Source: an optimization exercise on an open RTL-to-GDS flow (aim: small area, a short achievable clock period and few clock cycles per item). Production flows keep margins and buffers that such runs may drop.
At most, simulation tests tie the RTL to the original design; equivalence was not proved.
Only the layout flow was run in run 2; the RTL was not checked for function there.

--- flow/config.mk ---
export PLATFORM = sky130hd
export DESIGN_NAME = midpoint_ellipse_points
export DESIGN_NICKNAME = midpoint_ellipse_points
export VERILOG_FILES = /design/flow/design.v
export SDC_FILE = /design/flow/constraint.sdc
export NUM_CORES = 4
export LEC_CHECK = 0
export CAP_MARGIN = 20
export CORE_MARGIN = 2
export CORE_UTILIZATION = 40
export SETUP_SLACK_MARGIN = 5
export SLEW_MARGIN = 20
--- flow/constraint.sdc ---
create_clock -name core_clock -period 9.0 [get_ports {clk}]
set_input_delay 1.8000 -clock core_clock [delete_from_list [all_inputs] [get_ports {clk}]]
set_output_delay 1.8000 -clock core_clock [all_outputs]
set_load 0.01 [all_outputs]
--- flow/design.v ---
package mep_pkg;
    localparam int RADIUS_W = 5;
    localparam int FIELD_W  = 10;
    localparam int SQ_W     = 2 * RADIUS_W;
    localparam int M_W      = SQ_W + RADIUS_W;
    localparam int K_W      = 17;
    localparam int T_W      = 16;
    localparam int COORD_BITS_DEFAULT = 11;
    localparam int CFG_IDX_W = 1;
    localparam logic [RADIUS_W-1:0] RADIUS_X_RESET = 5'd5;
    localparam logic [RADIUS_W-1:0] RADIUS_Y_RESET = 5'd2;
endpackage
import mep_pkg::*;
module midpoint_ellipse_points #(
    parameter int COORD_BITS = COORD_BITS_DEFAULT
) (
    input  logic                  clk,
    input  logic                  rst_n,
    input  logic                  cfg_we,
    input  logic [CFG_IDX_W-1:0]  cfg_index,
    input  logic [RADIUS_W-1:0]   cfg_data,
    input  logic                  in_valid,
    output logic                  in_ready,
    input  logic [FIELD_W-1:0]    center_x,
    input  logic [FIELD_W-1:0]    center_y,
    input  logic [FIELD_W-1:0]    shift_x,
    output logic                  out_valid,
    input  logic                  out_ready,
    output logic [COORD_BITS-1:0] x_right,
    output logic [COORD_BITS-1:0] x_left,
    output logic [COORD_BITS-1:0] y_upper,
    output logic [COORD_BITS-1:0] y_lower,
    output logic                  last_point
);
    logic [SQ_W-1:0]     a2_reg, b2_reg;
    logic [RADIUS_W-1:0] rb_reg;
    logic [SQ_W-1:0]     cfg_sq;
    assign cfg_sq = cfg_data * cfg_data;
    always_ff @(posedge clk or negedge rst_n)
    begin
        if (!rst_n)
        begin
            a2_reg <= SQ_W'(RADIUS_X_RESET * RADIUS_X_RESET);
            b2_reg <= SQ_W'(RADIUS_Y_RESET * RADIUS_Y_RESET);
            rb_reg <= RADIUS_Y_RESET;
        end
        else if (cfg_we)
        begin
            if (cfg_index == 1'b0)
            begin
                a2_reg <= cfg_sq;
            end
            else
            begin
                b2_reg <= cfg_sq;
                rb_reg <= cfg_data;
            end
        end
    end
    logic                q_v, q_rdy;
    logic [2:0]          q_cnt;
    logic [FIELD_W-1:0]  q_cx, q_cy, q_sh;
    logic [SQ_W-1:0]     q_a2, q_b2;
    logic [RADIUS_W-1:0] q_b;
    logic signed [T_W-1:0] q_t;
    logic                load;
    logic q_v_n, in_ready_reg;
    assign q_rdy    = q_v && (q_cnt == 3'd5);
    assign q_v_n    = q_v ? !load : in_valid;
    assign in_ready = in_ready_reg;
    always_ff @(posedge clk or negedge rst_n)
    begin
        if (!rst_n)
        begin
            q_v          <= 1'b0;
            in_ready_reg <= 1'b1;
        end
        else
        begin
            q_v          <= q_v_n;
            in_ready_reg <= !q_v_n;
        end
    end
    always_ff @(posedge clk)
    begin
        if (!q_v)
        begin
            q_cx  <= center_x;
            q_cy  <= center_y;
            q_sh  <= shift_x;
            q_a2  <= a2_reg;
            q_b2  <= b2_reg;
            q_b   <= rb_reg;
            q_cnt <= 3'd0;
            q_t   <= '0;
        end
        else if (q_cnt != 3'd5)
        begin
            q_cnt <= q_cnt + 3'd1;
            q_t   <= (q_t <<< 1) - (q_b[3'd4 - q_cnt] ? T_W'(q_a2) : T_W'(0));
        end
    end
    logic                       w_v, w_r2;
    logic [RADIUS_W-1:0]        w_ex, w_ey;
    logic signed [FIELD_W+1:0]  w_cxs;
    logic [FIELD_W-1:0]         w_cy;
    logic signed [K_W-1:0]      w_k, w_p, w_q;
    logic [SQ_W-1:0]            w_a2, w_b2;
    logic [SQ_W:0]              w_s;
    logic [SQ_W+2:0]            w_k1;
    logic signed [SQ_W:0]       w_c;
    logic o_v;
    logic out_en, cont1, ey0, trans, last, emit, step_s;
    assign cont1  = (w_q < K_W'(signed'({1'b0, w_k1})));
    assign ey0    = (w_ey == '0);
    assign trans  = w_v && !w_r2 && !cont1 && !ey0;
    assign last   = ey0 && (w_r2 || !cont1);
    assign out_en = !o_v || out_ready;
    assign emit   = w_v && !trans && out_en;
    assign load   = q_rdy && (!w_v || (emit && last));
    assign step_s  = w_k[K_W-1] ^ w_r2;
    logic signed [K_W-1:0] a2_k, b2_k, t_k;
    logic [SQ_W+2:0]       k1_l;
    assign a2_k = K_W'(q_a2);
    assign b2_k = K_W'(q_b2);
    assign t_k  = K_W'(q_t);
    assign k1_l = {q_a2, 1'b0} + {q_b2, 1'b0} + {3'b0, q_b2};
    logic signed [K_W-1:0] inc_p, inc_q;
    assign inc_p = w_r2 ? K_W'(w_a2) << 1 : K_W'(w_b2) << 1;
    assign inc_q = step_s ? inc_p : K_W'(w_s) << 1;
    always_ff @(posedge clk or negedge rst_n)
    begin
        if (!rst_n)
        begin
            w_v <= 1'b0;
        end
        else if (load)
        begin
            w_v <= 1'b1;
        end
        else if (emit && last)
        begin
            w_v <= 1'b0;
        end
    end
    always_ff @(posedge clk)
    begin
        if (load)
        begin
            w_r2  <= 1'b0;
            w_ex  <= '0;
            w_ey  <= q_b;
            w_cxs <= {{2{q_cx[FIELD_W-1]}}, q_cx} + {2'b00, q_sh};
            w_cy  <= q_cy;
            w_a2  <= q_a2;
            w_b2  <= q_b2;
            w_s   <= {1'b0, q_a2} + {1'b0, q_b2};
            w_k1  <= k1_l;
            w_c   <= (SQ_W+1)'(3 * (q_b2 >> 2)) - (SQ_W+1)'(q_a2 >> 2)
                     + (SQ_W+1)'({q_b2[0], 1'b0}) - (SQ_W+1)'(1);
            w_k   <= b2_k + t_k + K_W'(q_a2 >> 2);
            w_p   <= (b2_k << 1) + b2_k;
            w_q   <= K_W'(k1_l) + (t_k <<< 1);
        end
        else if (trans)
        begin
            w_r2 <= 1'b1;
            w_k  <= w_k - w_p + (w_q >>> 1) + K_W'(w_c);
            w_p  <= w_q - w_p + K_W'(w_a2);
            w_q  <= w_q + K_W'(w_a2) - K_W'(w_b2);
        end
        else if (emit && !last)
        begin
            w_k <= w_k + (step_s ? w_p : w_q);
            w_p <= w_p + inc_p;
            w_q <= w_q + inc_q;
            if (!w_r2)
            begin
                w_ex <= w_ex + 1'b1;
                if (!step_s) w_ey <= w_ey - 1'b1;
            end
            else
            begin
                w_ey <= w_ey - 1'b1;
                if (!step_s) w_ex <= w_ex + 1'b1;
            end
        end
    end
    logic signed [FIELD_W+1:0] xr_s, xl_s;
    logic [COORD_BITS-1:0]     x_right_reg, x_left_reg, y_upper_reg, y_lower_reg;
    logic                      last_point_reg;
    assign xr_s = w_cxs + {7'b0, w_ex};
    assign xl_s = w_cxs - {7'b0, w_ex};
    function automatic logic [COORD_BITS-1:0] sat_hi(input logic signed [FIELD_W+1:0] v);
        if (!v[FIELD_W+1] && v[FIELD_W]) sat_hi = {1'b0, {(COORD_BITS-1){1'b1}}};
        else                             sat_hi = v[COORD_BITS-1:0];
    endfunction
    always_ff @(posedge clk or negedge rst_n)
    begin
        if (!rst_n)
        begin
            o_v <= 1'b0;
        end
        else
        begin
            o_v <= emit || (o_v && !out_ready);
        end
    end
    always_ff @(posedge clk)
    begin
        if (emit)
        begin
            x_right_reg    <= sat_hi(xr_s);
            x_left_reg     <= sat_hi(xl_s);
            y_upper_reg    <= {w_cy[FIELD_W-1], w_cy} + {6'b0, w_ey};
            y_lower_reg    <= {w_cy[FIELD_W-1], w_cy} - {6'b0, w_ey};
            last_point_reg <= last;
        end
    end
    assign out_valid  = o_v;
    assign x_right    = x_right_reg;
    assign x_left     = x_left_reg;
    assign y_upper    = y_upper_reg;
    assign y_lower    = y_lower_reg;
    assign last_point = last_point_reg;
endmodule
--- flow/run.sh ---
#!/bin/bash
# synth_recipe.tcl (not shown) runs the flow's synth.tcl, then flattens the netlist and writes it again
# the make line also repeats each setting of config.mk as NAME=value (left out here)
make -C /OpenROAD-flow-scripts/flow DESIGN_CONFIG=/design/flow/config.mk WORK_HOME=/design/flow/orfs CLKGATE_MAP_FILE= SYNTH_SCRIPT=/design/flow/synth_recipe.tcl finish
==> run summary, run 1 <==
Worst setup path:
- STA classifies the critical path startpoint as an input pin.
- Of all nets on the critical path, the largest fanout is 3.
- The capturing element type of the critical path is a register.
- The critical path in this run is classified as in2reg.
- The arrival time at the worst endpoint is 4590 ps.
- Data on the critical path is required at its endpoint by 9430 ps.

Finish:
- The largest registers in the layout are w_k x17, w_p x17, w_q x17.
- The final non-filler cell area is 0.0252 mm².
- The ratio of cells with drive above 1 in the final layout is 11.8%.
- Relative to the synthesized area, the layout overhead comes to 18.0%.
- The layout filler cell count is 4849.
- The number of antenna cells inserted is 0.
- The multi-input logic area is 0.0128 mm².
- The count of nets after finishing is 2648.
- The register area is 0.00792 mm².

Placed design:
- Detailed placement ended at an HPWL of 42600 µm.
- The routability-driven placement congestion ratio is 0.906.
- After detailed placement, the total cell area comes to 0.0230 mm².
- The count of input and output buffers is 87.

Synth:
- The number of distinct library cells after synthesis is 75.
- The synthesized design contains 225 enable-type register cells.
- The number of cells produced by synthesis is 2139.
- The post-synthesis sequential area ratio is 37.1%.
- Yosys attributes the largest share of cell area to edfxtp_1 32%, ha_1 14%, fa_1 8.1%.
- Of all cell types, the one taking the most synthesized area is edfxtp_1.
- The share of synthesized registers carrying an async set or reset is 9.42%.
- The share of the synthesized area in the top cell type is 31.6%.
- The average footprint of a synthesized cell is 9.98 µm².
- After synthesis the netlist holds a flip-flop and latch count of 276.
- The netlist area before placement is 0.0213 mm².
- For this run, the number of Yosys warnings is 1.
- The prevailing post-synth register cell is edfxtp_1.

STA:
- The count of pins over their slew limit is 0.
- Hold timing on the final database bottoms out at a slack of 415 ps.
- The setup clock skew after layout is 19.9 ps.
- The final count of hold timing violations is 0.
- The ratio of final minimum period to clock period is 46.2%.
- For the finished layout, the period the worst path requires is 4160 ps.
- The highest clock rate is 240 MHz.
- The number of failing setup endpoints in the final timing report is 0.
- At the pin with the least slew margin, the transition time is 940 ps.
- The final total negative setup slack is 0 ps.
- Setup repair after global routing could not meet its margin everywhere.
- The max-slew headroom at the worst pin is 37.3%.

Floorplanning:
- The placeable core region is 0.0527 mm².
- The die outline width is 235 µm.
- In this run the core area contains 84 standard-cell rows.
- The initial cell density of the core is 40.5%.
- The height of the chip is 235 µm.
- The area of the die is 0.0552 mm².
- The count of boundary I/O pins is 88.

GRT:
- The overall track demand over capacity in global routing is 20.2%.
- The initial antenna violation count is 3.
- The via count of the first global-routing pass came to 16200.
- The largest net degree at the start of global routing is 84.
- The total congestion overflow after global routing is 0.
- The first-pass GRT wire length is 88500 µm.

Routing:
- The number of search-and-repair iterations in the first detailed-routing pass is 5.
- In the routed design, unresolved DRC markers number 0.
- After detailed routing, the number of vias per cell comes to 5.40.
- The initial DRC count is 1003.
- The remaining number of nets flagged by the antenna check after routing is 0.
- The routed length per instance is 18.9 µm.
- The via count of the routed design is 16200.
- For this block, the routed nets add up to 56800 µm of wire.

Status:
- The run finished with no timing, DRC or antenna violations.

CTS:
- CTS placed an instance of clkbuf_16 at the clock tree root.
- The clock latency at the later pin of the worst-skew pair is 570 ps.
- The quantity of hold-fixing buffers added after cts is 0.
- The number of CTS-inserted buffers is 34.
- TritonCTS built the clock tree.
- The clock-pin slew reported for the worst setup and hold paths after clock tree synthesis is 60 ps.
- The clock passes through at most 3 buffers.
- The clock net sink count is 276.
- The number of H-tree levels is 2.

Worst hold path:
- The path class of the lowest-slack min-delay path is reg2reg.

Flow run:
- The reported max-cap violation count is 0.
cell type report:
class	instances	area share (%)
Multi-Input combinational cell	1559	50.7
Sequential cell	276	31.4
Timing Repair Buffer	160	6.10
Inverter	257	3.96
Clock buffer	38	3.44
Tap cell	688	3.42
Clock inverter	23	0.929
Timing Repair inverter	1	0.0447
stage by stage:
stage / std cells / utilization, % / worst slack [ps]
2_1_floorplan: 2140 / - / 4410
3_3_place_gp: 2879 / 43.7 / 3330
3_5_place_dp: 2879 / 43.7 / 3180
4_1_cts: 2970 / 46.7 / 4810
5_1_grt: 3002 / 47.8 / 4710
6_report: 3002 / 47.8 / 4840
cell families (layout without fill, tap and decap cells):
family | Yosys count | after routing | synth area share, %
compound gates | 488 | 488 | 14.7
fa+ha+maj | 318 | 318 | 21.7
other cells | 2 | 3 | 0.0352
flops | 276 | 276 | 37.1
xor+xnor | 167 | 167 | 6.85
mux | 45 | 45 | 2.38
buf+inv | 305 | 479 | 5.49
simple gates | 538 | 538 | 11.8
per-layer routing:
metal  share of wire (%)  wire length, µm  vias up  GRT usage, %
met5                   0                0        -             0
met4                 2.9             1670        0          6.69
met3                 6.0             3390       90          3.56
met1                  45            25500     7906          27.5
met2                  46            26300      365          32.7
li1                    -                -     7841             -
critical path, stage by stage:
cell and delay, ps:
buf_8 90, and2_4 150, fa_1 470, inv_1 50, fa_1 480, inv_1 40, ha_1 260, a21o_1 160
ha_1 290, inv_2 70, o21bai_1 80, a21oi_2 150, o21bai_1 80, a21oi_1 150, xnor2_1 160, o21ai_1 80
Yosys cell counts (7+ instances only):
library cell	instances
nor3b_1	9
mux2_2	36
o211ai_1	16
nand2_1	160
mux2i_1	8
nor2b_1	33
o21bai_1	15
nor3_1	46
clkbuf_1	34
o21a_1	27
ha_1	232
a211oi_1	41
o31ai_1	12
fa_1	86
a21oi_1	128
or2_2	7
a21o_1	36
nor2_1	149
dfrtp_1	20
and3_1	14
a21boi_0	12
a31oi_1	20
xnor2_1	107
or3_1	22
and2_1	17
inv_1	255
nand3_1	40
dfxtp_1	25
xor2_1	60
edfxtp_1	225
nand2b_1	21
o21ai_0	112
worst paths after layout:
path	depth (start not counted)	slack, ps	end	startpoint
min	0	420	w_cy[1]$_DFFE_PP_	q_cy[1]$_DFFE_PN_
min reg2reg	0	420	w_cy[1]$_DFFE_PP_	q_cy[1]$_DFFE_PN_
max	16	4840	b2_reg[9]$_DFFE_PN0P_	cfg_data[4]
min in group asynchronous	2	1600	rb_reg[2]$_DFFE_PN0P_	rst_n
max in group asynchronous	2	7080	a2_reg[3]$_DFFE_PN1P_	rst_n
max reg2reg	16	4880	w_q[14]$_DFFE_PP_	q_b2[2]$_DFFE_PN_
placed cells by master (no fill, tap or decap), types with 7 or more instances in the layout:
| cell type | synthesis | final |
|---|---|---|
| mux2i_1 | 8 | 7 |
| a21oi_2 | 1 | 9 |
| and2_1 | 17 | 16 |
| a31oi_1 | 20 | 20 |
| edfxtp_1 | 225 | 225 |
| a21o_1 | 36 | 36 |
| or2_2 | 7 | 7 |
| o21a_1 | 27 | 27 |
| nand3_1 | 40 | 37 |
| nor2b_1 | 33 | 31 |
| o211ai_1 | 16 | 16 |
| inv_1 | 255 | 244 |
| clkbuf_16 | 0 | 36 |
| ha_1 | 232 | 226 |
| o31ai_1 | 12 | 8 |
| xor2_1 | 60 | 57 |
| clkdlybuf4s50_1 | 0 | 82 |
| o21ai_0 | 112 | 88 |
| dfrtp_1 | 20 | 20 |
| o21ai_1 | 0 | 17 |
| nor2_1 | 149 | 144 |
| dfxtp_1 | 25 | 25 |
| nand2_1 | 160 | 158 |
| buf_4 | 4 | 63 |
| or3_1 | 22 | 22 |
| xnor2_1 | 107 | 104 |
| mux2_2 | 36 | 36 |
| nor3_1 | 46 | 46 |
| o21bai_1 | 15 | 15 |
| inv_2 | 1 | 9 |
| nand2b_1 | 21 | 21 |
| clkinv_1 | 1 | 8 |
| fa_1 | 86 | 83 |
| and3_1 | 14 | 13 |
| a21oi_1 | 128 | 118 |
| a211oi_1 | 41 | 37 |
| nor3b_1 | 9 | 8 |
what timing repair did:
item	4_1_cts	5_1_grt
gates cloned	0	3
buffers inserted	30	29
endpoints found under the setup margin	150	130
gates resized for setup	99	71
pin swaps	46	43
Testbench counts, summed over its fixed seeds: cycles 63,926, points 61,632.
==> run 2, diff against run 1 <==
--- a/flow/design.v
+++ b/flow/design.v
@@ -37,3 +37,40 @@
     logic [SQ_W-1:0]     cfg_sq;
-    assign cfg_sq = cfg_data * cfg_data;
+    function automatic logic [SQ_W-1:0] sq5(input logic [RADIUS_W-1:0] r);
+        case (r)
+            5'd0: sq5 = 10'd0;
+            5'd1: sq5 = 10'd1;
+            5'd2: sq5 = 10'd4;
+            5'd3: sq5 = 10'd9;
+            5'd4: sq5 = 10'd16;
+            5'd5: sq5 = 10'd25;
+            5'd6: sq5 = 10'd36;
+            5'd7: sq5 = 10'd49;
+            5'd8: sq5 = 10'd64;
+            5'd9: sq5 = 10'd81;
+            5'd10: sq5 = 10'd100;
+            5'd11: sq5 = 10'd121;
+            5'd12: sq5 = 10'd144;
+            5'd13: sq5 = 10'd169;
+            5'd14: sq5 = 10'd196;
+            5'd15: sq5 = 10'd225;
+            5'd16: sq5 = 10'd256;
+            5'd17: sq5 = 10'd289;
+            5'd18: sq5 = 10'd324;
+            5'd19: sq5 = 10'd361;
+            5'd20: sq5 = 10'd400;
+            5'd21: sq5 = 10'd441;
+            5'd22: sq5 = 10'd484;
+            5'd23: sq5 = 10'd529;
+            5'd24: sq5 = 10'd576;
+            5'd25: sq5 = 10'd625;
+            5'd26: sq5 = 10'd676;
+            5'd27: sq5 = 10'd729;
+            5'd28: sq5 = 10'd784;
+            5'd29: sq5 = 10'd841;
+            5'd30: sq5 = 10'd900;
+            5'd31: sq5 = 10'd961;
+            default: sq5 = '0;
+        endcase
+    endfunction
+    assign cfg_sq = sq5(cfg_data);
     always_ff @(posedge clk or negedge rst_n)
@@ -59,10 +96,12 @@
     end
-    logic                q_v, q_rdy;
-    logic [2:0]          q_cnt;
-    logic [FIELD_W-1:0]  q_cx, q_cy, q_sh;
-    logic [SQ_W-1:0]     q_a2, q_b2;
-    logic [RADIUS_W-1:0] q_b;
+    logic                  q_v, q_rdy;
+    logic [2:0]            q_cnt;
+    logic [FIELD_W-1:0]    q_cx, q_cy, q_sh;
+    logic [SQ_W-1:0]       q_a2, q_b2;
+    logic [RADIUS_W-1:0]   q_b;
     logic signed [T_W-1:0] q_t;
-    logic                load;
-    logic q_v_n, in_ready_reg;
+    logic [SQ_W+2:0]       q_k1;
+    logic [SQ_W:0]         q_bf;
+    logic                  q_v_n, in_ready_reg;
+    logic                  load;
     assign q_rdy    = q_v && (q_cnt == 3'd5);
@@ -99,3 +138,6 @@
             q_cnt <= q_cnt + 3'd1;
-            q_t   <= (q_t <<< 1) - (q_b[3'd4 - q_cnt] ? T_W'(q_a2) : T_W'(0));
+            q_b   <= {q_b[RADIUS_W-2:0], q_b[RADIUS_W-1]};
+            q_t   <= (q_t <<< 1) - (q_b[RADIUS_W-1] ? T_W'(q_a2) : T_W'(0));
+            q_k1  <= {q_a2, 1'b0} + {q_b2, 1'b0} + {3'b0, q_b2};
+            q_bf  <= {1'b0, q_b2} + {3'b0, q_a2[SQ_W-1:2]};
         end
@@ -109,3 +151,3 @@
     logic [SQ_W:0]              w_s;
-    logic [SQ_W+2:0]            w_k1;
+    logic signed [T_W-1:0]      w_g;
     logic signed [SQ_W:0]       w_c;
@@ -113,3 +155,3 @@
     logic out_en, cont1, ey0, trans, last, emit, step_s;
-    assign cont1  = (w_q < K_W'(signed'({1'b0, w_k1})));
+    assign cont1  = w_g[T_W-1];
     assign ey0    = (w_ey == '0);
@@ -122,3 +164,2 @@
     logic signed [K_W-1:0] a2_k, b2_k, t_k;
-    logic [SQ_W+2:0]       k1_l;
     assign a2_k = K_W'(q_a2);
@@ -126,3 +167,2 @@
     assign t_k  = K_W'(q_t);
-    assign k1_l = {q_a2, 1'b0} + {q_b2, 1'b0} + {3'b0, q_b2};
     logic signed [K_W-1:0] inc_p, inc_q;
@@ -157,8 +197,8 @@
             w_s   <= {1'b0, q_a2} + {1'b0, q_b2};
-            w_k1  <= k1_l;
+            w_g   <= q_t;
             w_c   <= (SQ_W+1)'(3 * (q_b2 >> 2)) - (SQ_W+1)'(q_a2 >> 2)
                      + (SQ_W+1)'({q_b2[0], 1'b0}) - (SQ_W+1)'(1);
-            w_k   <= b2_k + t_k + K_W'(q_a2 >> 2);
+            w_k   <= K_W'(q_bf) + t_k;
             w_p   <= (b2_k << 1) + b2_k;
-            w_q   <= K_W'(k1_l) + (t_k <<< 1);
+            w_q   <= K_W'(q_k1) + (t_k <<< 1);
         end
@@ -176,2 +216,3 @@
             w_q <= w_q + inc_q;
+            w_g <= w_g + (step_s ? T_W'(w_b2) : T_W'(w_s));
             if (!w_r2)
==> flow/flow/run.sh (new file) <==
#!/bin/bash
# The standard layout, with plain buffers on the ports instead of the delay cells
# buffer_ports picks by default, and timing repair aimed at a 3.4 ns period.
set -euo pipefail
export BUFFER_PORTS_ARGS="-buffer_cell sky130_fd_sc_hd__buf_2"
bash standard.sh SETUP_SLACK_MARGIN=5.6 finish > standard_flow.log 2>&1
==> flow/standard.sh (new file) <==
#!/bin/bash
# synth_recipe.tcl (not shown) runs the flow's synth.tcl, then flattens the netlist and writes it again
# the make line also repeats each setting of config.mk as NAME=value (left out here)
make -C /OpenROAD-flow-scripts/flow DESIGN_CONFIG=/design/flow/config.mk WORK_HOME=/design/flow/orfs CLKGATE_MAP_FILE= SYNTH_SCRIPT=/design/flow/synth_recipe.tcl "${@:-finish}"
--- a/flow/config.mk
+++ b/flow/config.mk
@@ -10,3 +10,2 @@
 export CORE_UTILIZATION = 40
-export SETUP_SLACK_MARGIN = 5
 export SLEW_MARGIN = 20
removed: flow/run.sh
==> run 2 against run 1 <==
Against the previous run:
- area after synthesis rose by 3.9%
- critical endpoint is now w_k[16]$_DFFE_PP_
- maximum frequency increased by 8.0%
- flip-flop and latch count increased by 30
- non-clock buffer count grew 7
- via count up 2.5%
- critical path type is now reg2reg
- core utilization down 0.79 points
- count of clock-buffer cells in the layout fell by 1
- design area increased by 2.7%
- first-iteration DRC count is 6.3% higher
==> run summary, run 2 <==
Status:
- The run finished with no timing, DRC or antenna violations.

Synth:
- The number of enable flip-flop cells after synthesis is 255 (+13%).
- The adder-cell share of the synthesized area is 19.6% (-2.1 points).
- The netlist area before placement was 0.0222 mm² (+3.9%).
- The number of register bits inferred by synthesis came to 306 (+11%).
- In the synthesized netlist the dominant register cell turns out to be edfxtp_1.
- The number of cells produced by synthesis came to 2183 (+2.1%).
- The share of the synthesized area in the top cell type is 34.5% (+2.9 points).
- The count of synthesis-stage warnings from yosys is 1 (unchanged).
- The share of synthesized registers carrying an async set or reset is 8.50% (-0.92 points).
- The leading cell type by number of instances after synthesis is inv_1.
- The share of synthesized cell area in and, or, nand and nor gates is 10.3% (-1.5 points).
- The multiplexer fraction of the synthesized cell area is 2.25% (-0.13 points).
- The largest family of logic cells by synthesized area is adder cells.
- Yosys attributes the largest share of cell area to edfxtp_1 35%, ha_1 13%, fa_1 6.9%.
- Summed over all instances, the cell type with the most area after synthesis is edfxtp_1.
- The post-synthesis sequential area ratio was 39.7% (+2.7 points).
- The complex-gate fraction of the synthesized area is 15.2% (+0.48 points).
- The xor and xnor area share after synthesis is 7.62% (+0.77 points).
- The number of distinct library cells after synthesis came to 76 (+1.3%).
- The average footprint of a synthesized cell is 10.2 µm² (+1.8%).
- The commonest cells after synthesis are 264 x inv_1, 255 x edfxtp_1, 224 x ha_1.

Floorplanning:
- The placeable core region is 0.0550 mm² (+4.4%).
- The height of the chip is 239 µm (+1.9%).
- The number of core rows is 86 (+2.4%).
- The area of the die is 0.0574 mm² (+3.8%).
- The initial cell density of the core is 40.3% (-0.20 points).
- The die outline width came to 239 µm (+1.9%).
- The count of boundary I/O pins was 88 (unchanged).

Worst setup path:
- STA classifies the critical path endpoint as a register.
- The worst setup path is of the reg2reg kind.
- The top fanout value on the critical path is 4 (+1).
- The arrival time at the worst endpoint is 4110 ps (-480 ps).
- The critical path required time is 9260 ps (-170 ps).
- The startpoint kind of the worst setup timing path is a register.

Finish:
- The number of non-filler instances in the completed layout was 3111 (+3.6%).
- The register area came to 0.00882 mm² (+11%).
- The ratio of cells with drive above 1 in the final layout was 16.7% (+4.9 points).
- The largest registers in the layout are w_k x17, w_p x17, w_q x17.
- The count of nets after finishing is 2681 (+1.2%).
- The layout filler cell count was 5040 (+3.9%).
- The most common cell after layout, fill and taps aside is edfxtp_1.
- The number of antenna cells inserted was 0 (unchanged).
- The multi-input logic area came to 0.0128 mm² (+0.33%).
- The final non-filler cell area is 0.0259 mm² (+2.7%).
- In the layout the commonest cells are 255 x edfxtp_1, 250 x inv_1, 212 x ha_1.
- The area growth from synthesis to layout is 16.6%.

STA:
- The setup clock skew after layout is 31.8 ps (+11.9 ps).
- The max-slew headroom at the worst pin is 32.7% (-4.7 points).
- The smallest setup slack after layout is 5150 ps (+309 ps).
- Setup repair after global routing could not meet its margin everywhere.
- The ratio of final minimum period to clock period came to 42.8% (-3.4 points).
- The transition at the pin with the smallest max-transition slack is 1000 ps (+63.9 ps).
- The final total negative setup slack is 0 ps (unchanged).
- The highest clock rate came to 260 MHz (+8.0%).
- The count of pins over their slew limit was 0 (unchanged).
- The final count of hold timing violations is 0 (unchanged).
- The number of failing setup endpoints in the final timing report was 0 (unchanged).
- The shortest clock period the worst path allows after layout is 3850 ps (-309 ps).

CTS:
- The clock latency at the later pin of the worst-skew pair was 540 ps (-30 ps).
- The clock root buffer is clkbuf_16.
- The number of CTS-inserted buffers is 35 (+2.9%).
- The clock net sink count is 306 (+11%).
- The quantity of hold-fixing buffers added after cts came to 0 (unchanged).
- The number of H-tree levels is 2 (unchanged).
- TritonCTS built the clock tree.
- The clock-pin slew reported for the worst setup and hold paths after clock tree synthesis is 60 ps (about the same).
- The maximum root-to-sink buffer count is 3 (unchanged).

Placed design:
- The count of input and output buffers is 87 (unchanged).
- The post-DP HPWL was 41800 µm (-1.9%).
- The total cell area at the placement stage was 0.0236 mm² (+2.4%).
- The routability-driven placement congestion ratio is 0.865 (-4.5%).
- The count of placed standard cells including taps was 2977 (+3.4%).
- The worst slack after detailed placement is 3900 ps (+720 ps).

GRT:
- The via count of the first global-routing pass is 16700 (+2.9%).
- The overall track demand over capacity in global routing is 20.1% (-0.14 points).
- The initial antenna violation count was 1 (-2).
- The first-pass GRT wire length is 89400 µm (+1.1%).
- The total congestion overflow after global routing came to 0 (unchanged).
- The largest net degree at the start of global routing came to 79 (-6.0%).

Routing:
- The routed length per instance came to 18.5 µm (-2.0%).
- The average vias per placed instance came to 5.34 (-1.0%).
- The DRC violations left is 0 (unchanged).
- The remaining number of nets flagged by the antenna check after routing is 0 (unchanged).
- The routed wire length is 57700 µm (+1.5%).
- The number of search-and-repair iterations in the first detailed-routing pass is 5 (unchanged).
- The initial DRC count came to 1066 (+6.3%).
- The via count of the routed design is 16600 (+2.5%).

Flow run:
- The reported max-cap violation count is 0 (unchanged).

Worst hold path:
- The path class of the lowest-slack min-delay path is reg2reg.
## run 2: changes by cell type after synthesis, moves of 11 or more
| cell | before | now |
|---|---|---|
| xor2_1 | 60 | 72 |
| o21ai_0 | 112 | 142 |
| nand3_1 | 40 | 26 |
| nand2b_1 | 21 | 35 |
| or3_1 | 22 | 10 |
| a21oi_1 | 128 | 152 |
| xnor2_1 | 107 | 121 |
| edfxtp_1 | 225 | 255 |
| o21bai_1 | 15 | 26 |
| o22ai_1 | 3 | 14 |
| nor2_1 | 149 | 133 |
## run 2: timing repair
action                                  4_1_cts  5_1_grt
cloned                                        3        0
pin swaps                                    44       40
resized for setup                            77       68
endpoints found under the setup margin      171       77
buffers inserted                             41       29
## run 2: cell type report
type	count	share of cell area [%]
multi-input combinational	1564	49.5
clock buffer	37	3.50
inverter	265	3.94
tap	748	3.62
clock inverter	24	0.740
timing repair buffer	167	4.60
sequential	306	34.1
## run 2: worst paths after layout
kind                                         end               from  slack (ps)  depth (start not counted)
max                            w_k[16]$_DFFE_PP_   w_q[3]$_DFFE_PP_        5150                         14
max in group asynchronous  b2_reg[3]$_DFFE_PN0P_              rst_n        7310                          1
min in group asynchronous  rb_reg[3]$_DFFE_PN0P_              rst_n        1290                          1
max reg2reg                    w_k[16]$_DFFE_PP_   w_q[3]$_DFFE_PP_        5150                         14
min reg2reg                    w_cy[0]$_DFFE_PP_  q_cy[0]$_DFFE_PN_         420                          0
min                            w_cy[0]$_DFFE_PP_  q_cy[0]$_DFFE_PN_         420                          0
## run 2: metal layers
metal  wire length [µm]  vias up  GRT usage [%]
met5                 13        -              0
met4               1510        2           6.29
met2              27100      452           33.0
met3               3510       82           2.89
li1                   -     8021              -
met1              25600     8057           27.4
## run 2: stage by stage
step,hold slack (ps),util [%]
5_1_grt,429,47.1
6_report,419,47.1
2_1_floorplan,400,-
3_3_place_gp,402,42.9
3_5_place_dp,405,42.9
4_1_cts,420,46.2
## run 2: kinds of logic after synthesis
logic type,after synthesis
compound gates,537
simple gates,487
buf+inv,314
flops,306
fa+ha+maj,301
xor+xnor,193
mux,45
## run 2: critical path, stage by stage (launching register included)
cell and delay, ps:
edfxtp_1 510, fa_1 540, inv_2 40, fa_1 510, inv_2 60, ha_4 210
a211o_1 290, a21oi_2 190, o31ai_2 80, and4_1 190, a211oi_2 230, a21oi_2 140
o2111a_1 170, o31ai_2 280, o211ai_1 140

==> separate check: timing with driven ports <==
The flow's constraints put no driver on any port. The routed layouts listed below were extracted and timed again, unchanged, in two steps.
Step 1 (the two cells are an assumption about what drives the block):
set clk [get_ports {clk}]
set_driving_cell -lib_cell sky130_fd_sc_hd__clkbuf_16 $clk
set_driving_cell -lib_cell sky130_fd_sc_hd__buf_2 [delete_from_list [all_inputs] $clk]
Step 2, shift: input delay + t, output delay - t, t = (earliest + latest rising clock arrival at the registers) / 2. This alone moves slack from input paths to output paths.
Three values: ideal, step 1, step 2; two values: the first two.
run | shift t [ns] | setup slack, ns | clock arrival spread, ns | cell pins on the clock port's net
run 1 | 0.619 | 4.838 / 4.859 / 4.240 | 0.021 / 0.020 | 1
run 2 | 0.589 | 5.147 / 5.147 / 5.085 | 0.032 / 0.032 | 1
After both steps setup and hold are still met in every run listed. For run 1, which loses most, drivers alone change the setup slack by +0.021 ns; drivers and shift together by -0.598 ns.
